Background: an optimization exercise with open tools, aiming at small area, a short achievable clock period and few clock cycles. Do not read the settings as production practice.
Only simulation tests tie the RTL to the original design; equivalence was not proved.
Power is estimated from default activity; no workload was simulated.

==> design/flow/design.v <==
`default_nettype none
package matvec_pkg;
  localparam int DIM    = 16;
  localparam int ELEM_W = 8;
  typedef logic [ELEM_W-1:0]         elem_t;
  typedef logic [DIM*ELEM_W-1:0]     vec_t;
  typedef logic [DIM*DIM*ELEM_W-1:0] mat_t;
  localparam int MAT_WORDS  = (DIM * DIM * ELEM_W) / 32;
  localparam int VEC_WORDS  = (DIM * ELEM_W) / 32;
  localparam int LOAD_WORDS = MAT_WORDS + VEC_WORDS + 1;
  typedef logic [6:0]  load_idx_t;
  typedef logic [3:0]  row_idx_t;
  typedef logic [31:0] iter_t;
endpackage
`default_nettype wire
`default_nettype none
package axil_pkg;
  typedef logic [31:0] addr_t;
  typedef logic [31:0] word_t;
  typedef logic [1:0]  resp_t;
  localparam resp_t RESP_OKAY = 2'b00;
  localparam addr_t DATA_REG_ADDR = 32'h0000_0500;
  localparam word_t UNIMPL_VALUE  = 32'hDEAD_BEEF;
  typedef logic [1:0] word_sel_t;
endpackage
`default_nettype wire
`default_nettype none
module axil_slave_port (
  input  logic            clk_main_a0,
  input  logic            rst_main_n_sync,
  input  logic            awvalid,
  input  axil_pkg::addr_t awaddr,
  output logic            awready,
  input  logic            wvalid,
  input  axil_pkg::word_t wdata,
  input  logic [3:0]      wstrb,
  output logic            wready,
  output logic            bvalid,
  output axil_pkg::resp_t bresp,
  input  logic            bready,
  input  logic            arvalid,
  input  axil_pkg::addr_t araddr,
  output logic            arready,
  output logic            rvalid,
  output axil_pkg::word_t rdata,
  output axil_pkg::resp_t rresp,
  input  logic            rready,
  output logic            data_wr,
  output axil_pkg::word_t data_wdata,
  output logic            data_rd,
  input  axil_pkg::word_t rd_word
);
  logic  wr_active;
  axil_pkg::addr_t wr_addr;
  logic  rd_pending;
  axil_pkg::addr_t rd_addr;
  logic  rd_hit;
  assign awready = !wr_active;
  assign wready  = wr_active && wvalid && !bvalid;
  assign bresp   = axil_pkg::RESP_OKAY;
  always_ff @(posedge clk_main_a0) begin
    if (!rst_main_n_sync) begin
      wr_active <= 1'b0;
      bvalid    <= 1'b0;
    end else begin
      if (bvalid && bready) begin
        wr_active <= 1'b0;
        bvalid    <= 1'b0;
      end else begin
        if (awvalid && !wr_active) begin
          wr_active <= 1'b1;
        end
        if (wready) begin
          bvalid <= 1'b1;
        end
      end
    end
  end
  always_ff @(posedge clk_main_a0) begin
    if (awvalid && !wr_active) begin
      wr_addr <= awaddr;
    end
  end
  assign data_wr    = wready && (wr_addr == axil_pkg::DATA_REG_ADDR);
  assign data_wdata = wdata;
  assign arready = !rd_pending && !rvalid;
  assign rresp   = axil_pkg::RESP_OKAY;
  assign rd_hit  = (rd_addr == axil_pkg::DATA_REG_ADDR);
  assign data_rd = rd_pending && rd_hit;
  always_ff @(posedge clk_main_a0) begin
    if (!rst_main_n_sync) begin
      rd_pending <= 1'b0;
      rvalid     <= 1'b0;
    end else begin
      rd_pending <= arvalid && arready;
      if (rd_pending) begin
        rvalid <= 1'b1;
      end else if (rvalid && rready) begin
        rvalid <= 1'b0;
      end
    end
  end
  always_ff @(posedge clk_main_a0) begin
    if (arvalid && arready) begin
      rd_addr <= araddr;
    end
    if (rd_pending) begin
      rdata <= rd_hit ? rd_word : axil_pkg::UNIMPL_VALUE;
    end
  end
endmodule
`default_nettype wire
`default_nettype none
module operand_loader (
  input  logic              clk_main_a0,
  input  logic              rst_main_n_sync,
  input  logic              data_wr,
  input  axil_pkg::word_t   data_wdata,
  output matvec_pkg::mat_t  mat,
  output matvec_pkg::vec_t  vec,
  output matvec_pkg::iter_t iterations,
  output logic              start
);
  matvec_pkg::load_idx_t load_idx;
  matvec_pkg::iter_t     iter_q;
  logic      last_word;
  assign last_word = (load_idx == matvec_pkg::load_idx_t'(matvec_pkg::LOAD_WORDS - 1));
  assign start = data_wr && last_word;
  assign iterations = start ? matvec_pkg::iter_t'(data_wdata) : iter_q;
  always_ff @(posedge clk_main_a0) begin
    if (!rst_main_n_sync) begin
      load_idx <= '0;
    end else if (data_wr) begin
      if (last_word) begin
        load_idx <= '0;
      end else begin
        load_idx <= load_idx + 1'b1;
      end
    end
  end
  always_ff @(posedge clk_main_a0) begin
    if (!rst_main_n_sync) begin
      iter_q <= '0;
    end else if (start) begin
      iter_q <= matvec_pkg::iter_t'(data_wdata);
    end
  end
  always_ff @(posedge clk_main_a0) begin
    for (int w = 0; w < matvec_pkg::MAT_WORDS; w++) begin
      if (data_wr && (load_idx == matvec_pkg::load_idx_t'(w))) begin
        mat[w * 32 +: 32] <= data_wdata;
      end
    end
    for (int w = 0; w < matvec_pkg::VEC_WORDS; w++) begin
      if (data_wr && (load_idx == matvec_pkg::load_idx_t'(matvec_pkg::MAT_WORDS + w))) begin
        vec[w * 32 +: 32] <= data_wdata;
      end
    end
  end
endmodule
`default_nettype wire
`default_nettype none
module matvec_engine (
  input  logic              clk_main_a0,
  input  logic              rst_main_n_sync,
  input  logic              start,
  input  matvec_pkg::mat_t  mat,
  input  matvec_pkg::vec_t  vec,
  input  matvec_pkg::iter_t iterations,
  output logic              busy,
  output matvec_pkg::vec_t  result
);
  matvec_pkg::vec_t     work_vec;
  matvec_pkg::vec_t     next_vec;
  matvec_pkg::vec_t     next_vec_upd;
  matvec_pkg::row_idx_t row;
  matvec_pkg::iter_t    iter_left;
  matvec_pkg::elem_t    row_sum;
  matvec_pkg::elem_t    prod;
  logic     last_row;
  always_comb begin
    row_sum = '0;
    for (int k = 0; k < matvec_pkg::DIM; k++) begin
      prod    = mat[(int'(row) * matvec_pkg::DIM + k) * matvec_pkg::ELEM_W +: matvec_pkg::ELEM_W]
                * work_vec[k * matvec_pkg::ELEM_W +: matvec_pkg::ELEM_W];
      row_sum = row_sum + prod;
    end
  end
  always_comb begin
    next_vec_upd = next_vec;
    next_vec_upd[row * matvec_pkg::ELEM_W +: matvec_pkg::ELEM_W] = row_sum;
  end
  assign last_row = (row == matvec_pkg::row_idx_t'(matvec_pkg::DIM - 1));
  always_ff @(posedge clk_main_a0) begin
    if (!rst_main_n_sync) begin
      busy      <= 1'b0;
      row       <= '0;
      iter_left <= '0;
      result    <= '0;
    end else if (!busy) begin
      if (start && (iterations != '0)) begin
        busy      <= 1'b1;
        row       <= '0;
        iter_left <= iterations;
      end
    end else begin
      row <= row + 1'b1;
      if (last_row) begin
        result    <= next_vec_upd;
        iter_left <= iter_left - 1'b1;
        if (iter_left == matvec_pkg::iter_t'(1)) begin
          busy <= 1'b0;
        end
      end
    end
  end
  always_ff @(posedge clk_main_a0) begin
    if (!busy) begin
      if (start) begin
        work_vec <= vec;
      end
    end else begin
      next_vec <= next_vec_upd;
      if (last_row) begin
        work_vec <= next_vec_upd;
      end
    end
  end
endmodule
`default_nettype wire
`default_nettype none
module result_reader (
  input  logic             clk_main_a0,
  input  logic             rst_main_n_sync,
  input  logic             data_rd,
  input  matvec_pkg::vec_t result,
  output axil_pkg::word_t  rd_word
);
  axil_pkg::word_sel_t word_sel;
  always_ff @(posedge clk_main_a0) begin
    if (!rst_main_n_sync) begin
      word_sel <= '0;
    end else if (data_rd) begin
      word_sel <= word_sel + 1'b1;
    end
  end
  assign rd_word = result[word_sel * 32 +: 32];
endmodule
`default_nettype wire
`default_nettype none
module matvec_accel_top (
  input  logic            clk_main_a0,
  input  logic            rst_main_n_sync,
  input  logic            awvalid,
  input  axil_pkg::addr_t awaddr,
  output logic            awready,
  input  logic            wvalid,
  input  axil_pkg::word_t wdata,
  input  logic [3:0]      wstrb,
  output logic            wready,
  output logic            bvalid,
  output axil_pkg::resp_t bresp,
  input  logic            bready,
  input  logic            arvalid,
  input  axil_pkg::addr_t araddr,
  output logic            arready,
  output logic            rvalid,
  output axil_pkg::word_t rdata,
  output axil_pkg::resp_t rresp,
  input  logic            rready,
  output logic            busy
);
  logic  data_wr;
  axil_pkg::word_t data_wdata;
  logic  data_rd;
  axil_pkg::word_t rd_word;
  matvec_pkg::mat_t  mat;
  matvec_pkg::vec_t  vec;
  matvec_pkg::iter_t iterations;
  logic  start;
  matvec_pkg::vec_t  result;
  axil_slave_port u_axil_slave_port (
    .clk_main_a0     (clk_main_a0),
    .rst_main_n_sync (rst_main_n_sync),
    .awvalid         (awvalid),
    .awaddr          (awaddr),
    .awready         (awready),
    .wvalid          (wvalid),
    .wdata           (wdata),
    .wstrb           (wstrb),
    .wready          (wready),
    .bvalid          (bvalid),
    .bresp           (bresp),
    .bready          (bready),
    .arvalid         (arvalid),
    .araddr          (araddr),
    .arready         (arready),
    .rvalid          (rvalid),
    .rdata           (rdata),
    .rresp           (rresp),
    .rready          (rready),
    .data_wr         (data_wr),
    .data_wdata      (data_wdata),
    .data_rd         (data_rd),
    .rd_word         (rd_word)
  );
  operand_loader u_operand_loader (
    .clk_main_a0     (clk_main_a0),
    .rst_main_n_sync (rst_main_n_sync),
    .data_wr         (data_wr),
    .data_wdata      (data_wdata),
    .mat             (mat),
    .vec             (vec),
    .iterations      (iterations),
    .start           (start)
  );
  matvec_engine u_matvec_engine (
    .clk_main_a0     (clk_main_a0),
    .rst_main_n_sync (rst_main_n_sync),
    .start           (start),
    .mat             (mat),
    .vec             (vec),
    .iterations      (iterations),
    .busy            (busy),
    .result          (result)
  );
  result_reader u_result_reader (
    .clk_main_a0     (clk_main_a0),
    .rst_main_n_sync (rst_main_n_sync),
    .data_rd         (data_rd),
    .result          (result),
    .rd_word         (rd_word)
  );
endmodule
`default_nettype wire
==> design/flow/run.sh <==
#!/bin/bash
# synth_recipe.tcl (not shown) runs the flow's synth.tcl, then flattens the netlist and writes it again
# the make line also repeats each setting of config.mk as NAME=value (left out here)
make -C /OpenROAD-flow-scripts/flow DESIGN_CONFIG=/design/flow/config.mk WORK_HOME=/design/flow/orfs CLKGATE_MAP_FILE= SYNTH_SCRIPT=/design/flow/synth_recipe.tcl finish
==> design/flow/config.mk <==
export PLATFORM = sky130hd
export DESIGN_NAME = matvec_accel_top
export DESIGN_NICKNAME = matvec_accel_top
export VERILOG_FILES = /design/flow/design.v
export SDC_FILE = /design/flow/constraint.sdc
export NUM_CORES = 4
export LEC_CHECK = 0
export CAP_MARGIN = 20
export CORE_MARGIN = 2
export CORE_UTILIZATION = 40
export SLEW_MARGIN = 20
==> design/flow/constraint.sdc <==
create_clock -name core_clock -period 13.0 [get_ports {clk_main_a0}]
set_input_delay 2.6000 -clock core_clock [delete_from_list [all_inputs] [get_ports {clk_main_a0}]]
set_output_delay 2.6000 -clock core_clock [all_outputs]
set_load 0.01 [all_outputs]
==> results.toml <==
[run_status]
status = "timing/DRC/antenna clean"

[worst_setup_path]
worstPathRequired_ns = 13.69
crit_top_cell = "fa_1"
crit_slowest_cell = "dfxtp_4"
path_delay_family = "adder cells"
path_class = "flop to flop"
cp_max_fo = 35
end_kind = "flop"
setup.worst_path.start_class = "flop"
cp_data_arrival_time_ns = 13.35
crit_buf_inv = 3
max_stage_delay_ns = 0.77

[clocking]
post_cts_buffers = 0
cts_buffers = 302
clk_latency_ns = 0.99
htreeDepth = 5
ctsHoldBuffers = 0
clk_pin_slew_ns = 0.06
cts_resized = 0
cts_root_buf = "clkbuf_16"
cts_tree = "built"
cts_max_path_buffers = 4
cts_sinks = 2738

[sta]
skew_ns = 0.0753
report.final.slew_viol_count = 0
fmax_mhz = 79.0
relSlewSlack_pct = 20.4
period_share_pct = 97.3
rsz0062_at_grt = "no"
post-route-min-period_ns = 12.65
worst_slew_pin_slew_ns = 1.18
finalHoldViolCount = 0
setup_viol = 0
setup_tns_ns = 0

[finish]
final-seq-area_um2 = 80100
nFillCells = 26066
fin_nets = 8455
area_growth_pct = 14.1
fin_cells = 11982
multiInputGateArea_um2 = 38000
post_route_cells_drive_above_1_share_pct = 17.4

[grt]
grt_pass1_wl_um = 521000
grt_pass1_vias = 67789
overflow = 0
track_usage_pct = 24.2
grt_max_degree = 94
antenna_found_initial = 38

[yosys]
synthFlopType = "edfxtp_1"
ys_types = 76
ys_seq_elements = 2738
ys_seq_area_share_pct = 66.0
yosysWarnings = 4
synth_edf_count = 2528
avgSynthCellArea_um2 = 16.6
syn_inst = 7332
syn_area_um2 = 121000
async_reset_ff_share_pct = 0

[drt]
totalWireLength_um = 375000
final_antenna_net_count = 0
via_per_inst = 5.71
drt-pass1-iter-count = 8
drtIter0Drc = 8517
drc = 0
vias = 68367
routedWlPerCell_um = 31.3

[die]
coreArea_um2 = 302000
fp.dieW_um = 555
num_io_pins = 149
die_h_um = 555
start_util_pct = 40.2
rows = 202
die-area_um2 = 308000

[pwr]
vdd_drop_max_mv = 0.142
power_density_nw_per_um2 = 130
power.leakage_nw = 46.6

[placement]
place_congestion = 0.957
dp.cells = 11450
place_hpwl_um = 244000
io_buffers = 140

[flow_run]
cap_violations = 0

[hold_path]
min_path_type = "flop to flop"
## state kept, by name (all words and copies together) (netlist names)
signal,count
u_axil_slave_port.rd_addr,32
u_operand_loader.mat,2048
u_matvec_engine.row,4
u_axil_slave_port.rdata,32
u_matvec_engine.busy,1
u_operand_loader.vec,128
u_result_reader.word_sel,2
u_axil_slave_port.rd_pending,1
u_axil_slave_port.rvalid,1
u_matvec_engine.work_vec,128
u_matvec_engine.next_vec,128
u_operand_loader.load_idx,7
u_matvec_engine.result,128
u_axil_slave_port.wr_active,1
u_matvec_engine.iter_left,32
u_operand_loader.iter_q,32
u_axil_slave_port.bvalid,1
u_axil_slave_port.wr_addr,32
## cell usage in the layout (no fill, tap or decap), drive strengths merged, types with 109 or more instances in the layout
cell type and instances:
clkinv 109, xnor2 150, and2 273, ha 260, nor2 472, fa 311
mux4 507, a211oi 116, nand2 468, buf 349, mux2i 280, clkbuf 379
dfxtp 210, edfxtp 2528, inv 569, a21oi 251, a22oi 113
## synthesized netlist by cell type (all sizes together), types with 85 or more instances
| cell | count | share of area [%] |
|---|---|---|
| edfxtp | 2528 | 63 |
| inv | 560 | 1.7 |
| mux4 | 507 | 9.4 |
| nor2 | 472 | 1.5 |
| nand2 | 468 | 1.4 |
| fa | 311 | 5.1 |
| mux2i | 280 | 2.3 |
| and2 | 273 | 1.4 |
| ha | 260 | 2.7 |
| a21oi | 251 | 1.0 |
| dfxtp | 210 | 3.5 |
| buf | 171 | 1.0 |
| xnor2 | 150 | 1.1 |
| clkbuf | 148 | 0.46 |
| a211oi | 116 | 0.72 |
| a22oi | 113 | 0.70 |
| o21ai | 85 | 0.35 |
## report_power, final
| part | internal (mW) | switching, mW |
|---|---|---|
| Combinational | 0.0427 | 0.208 |
| Sequential | 9.61 | 0.00431 |
| Clock | 4.73 | 3.40 |
| Total | 14.4 | 3.61 |
## through the flow
stage	setup WS, ns	hold WS, ns	power, mW	area, µm²	util, %
detailed placement	0.391	0.467	10.1	129000	42.8
floorplan	1.95	0.433	9.83	121000	-
CTS	0.377	0.474	18.1	138000	45.8
finish	0.346	0.478	18.0	139000	45.8
global route	0.0437	0.492	18.4	139000	45.8
global placement	0.401	0.450	10.0	129000	42.7
## layout make-up
cell class              count  area share [%]
flip-flops and latches   2738            57.9
multi-input cells        3717            27.4
clock buffers             379            5.78
well taps                3978            3.59
repair buffers            457            2.91
inverters                 561            1.53
clock inverters           144           0.890
diodes                      8          0.0145
## per-layer routing
layer	wire length (µm)	up-vias	share of wire, %	global-route usage [%]
li1	-	28333	-	-
met3	32600	602	8.7	3.79
met2	178000	3202	47	38.8
met1	148000	36224	39	33.1
met4	16700	6	4.4	9.55
met5	41	-	0.011	0
## kinds of logic (layout without fill, tap and decap cells)
| kind of cell | count (synthesis) | after routing | share of synthesized area, % |
|---|---|---|---|
| muxes | 809 | 809 | 11.9 |
| and+or+nand+nor | 1433 | 1433 | 5.42 |
| other | 1 | 12 | 0.00309 |
| xor gates and xnor gates | 224 | 224 | 2.09 |
| AOI/OAI and AO/OA | 676 | 676 | 3.53 |
| DFF | 2738 | 2738 | 66.0 |
| buffers and inverters | 880 | 1541 | 3.22 |
| adders and majority gates | 571 | 571 | 7.81 |
## worst paths after layout
check | startpoint | end | slack [ns] | cells past startpoint
worst min-delay path | u_matvec_engine.result[123]$_SDFFE_PN0P_ | u_matvec_engine.result[123]$_SDFFE_PN0P_ | 0.48 | 2
worst max-delay path | u_matvec_engine.row[1]$_SDFFE_PN0P_ | u_matvec_engine.work_vec[7]$_DFFE_PP_ | 0.35 | 30
worst max register to register | u_matvec_engine.row[1]$_SDFFE_PN0P_ | u_matvec_engine.work_vec[7]$_DFFE_PP_ | 0.35 | 30
worst min register to register | u_matvec_engine.result[123]$_SDFFE_PN0P_ | u_matvec_engine.result[123]$_SDFFE_PN0P_ | 0.48 | 2
## worst min-delay path: stages (launching register included)
cell and delay (ns):
dfxtp_1 0.32, nand2_1 0.06, a21oi_1 0.06
Testbench counts, summed over its fixed seeds: cycles 56,144.

-- port drivers added, routing unchanged --
Ports are ideal in the flow. The routed layout listed here was re-timed in OpenROAD.
Step 1, drivers: a clkbuf_16 drives clk_main_a0 and a buf_2 each remaining input, both assumed.
Step 2 adds t to the input delays and takes it off the output delays; t is the mean of the earliest and latest rising clock arrival at the registers after step 1. Input paths then give back, and output paths get back, about the clock's delay inside the block.
Three values: ideal, step 1, step 2; two values: the first two.
shift t [ns]: 1.051
setup slack, ns: 0.346 / 0.346 / 0.346
worst register clock-pin slew, ns: 0.07 / 0.07
After both steps setup and hold are still met in this run. For this run, drivers alone change the setup slack by 0.000 ns; drivers and shift together by 0.000 ns.
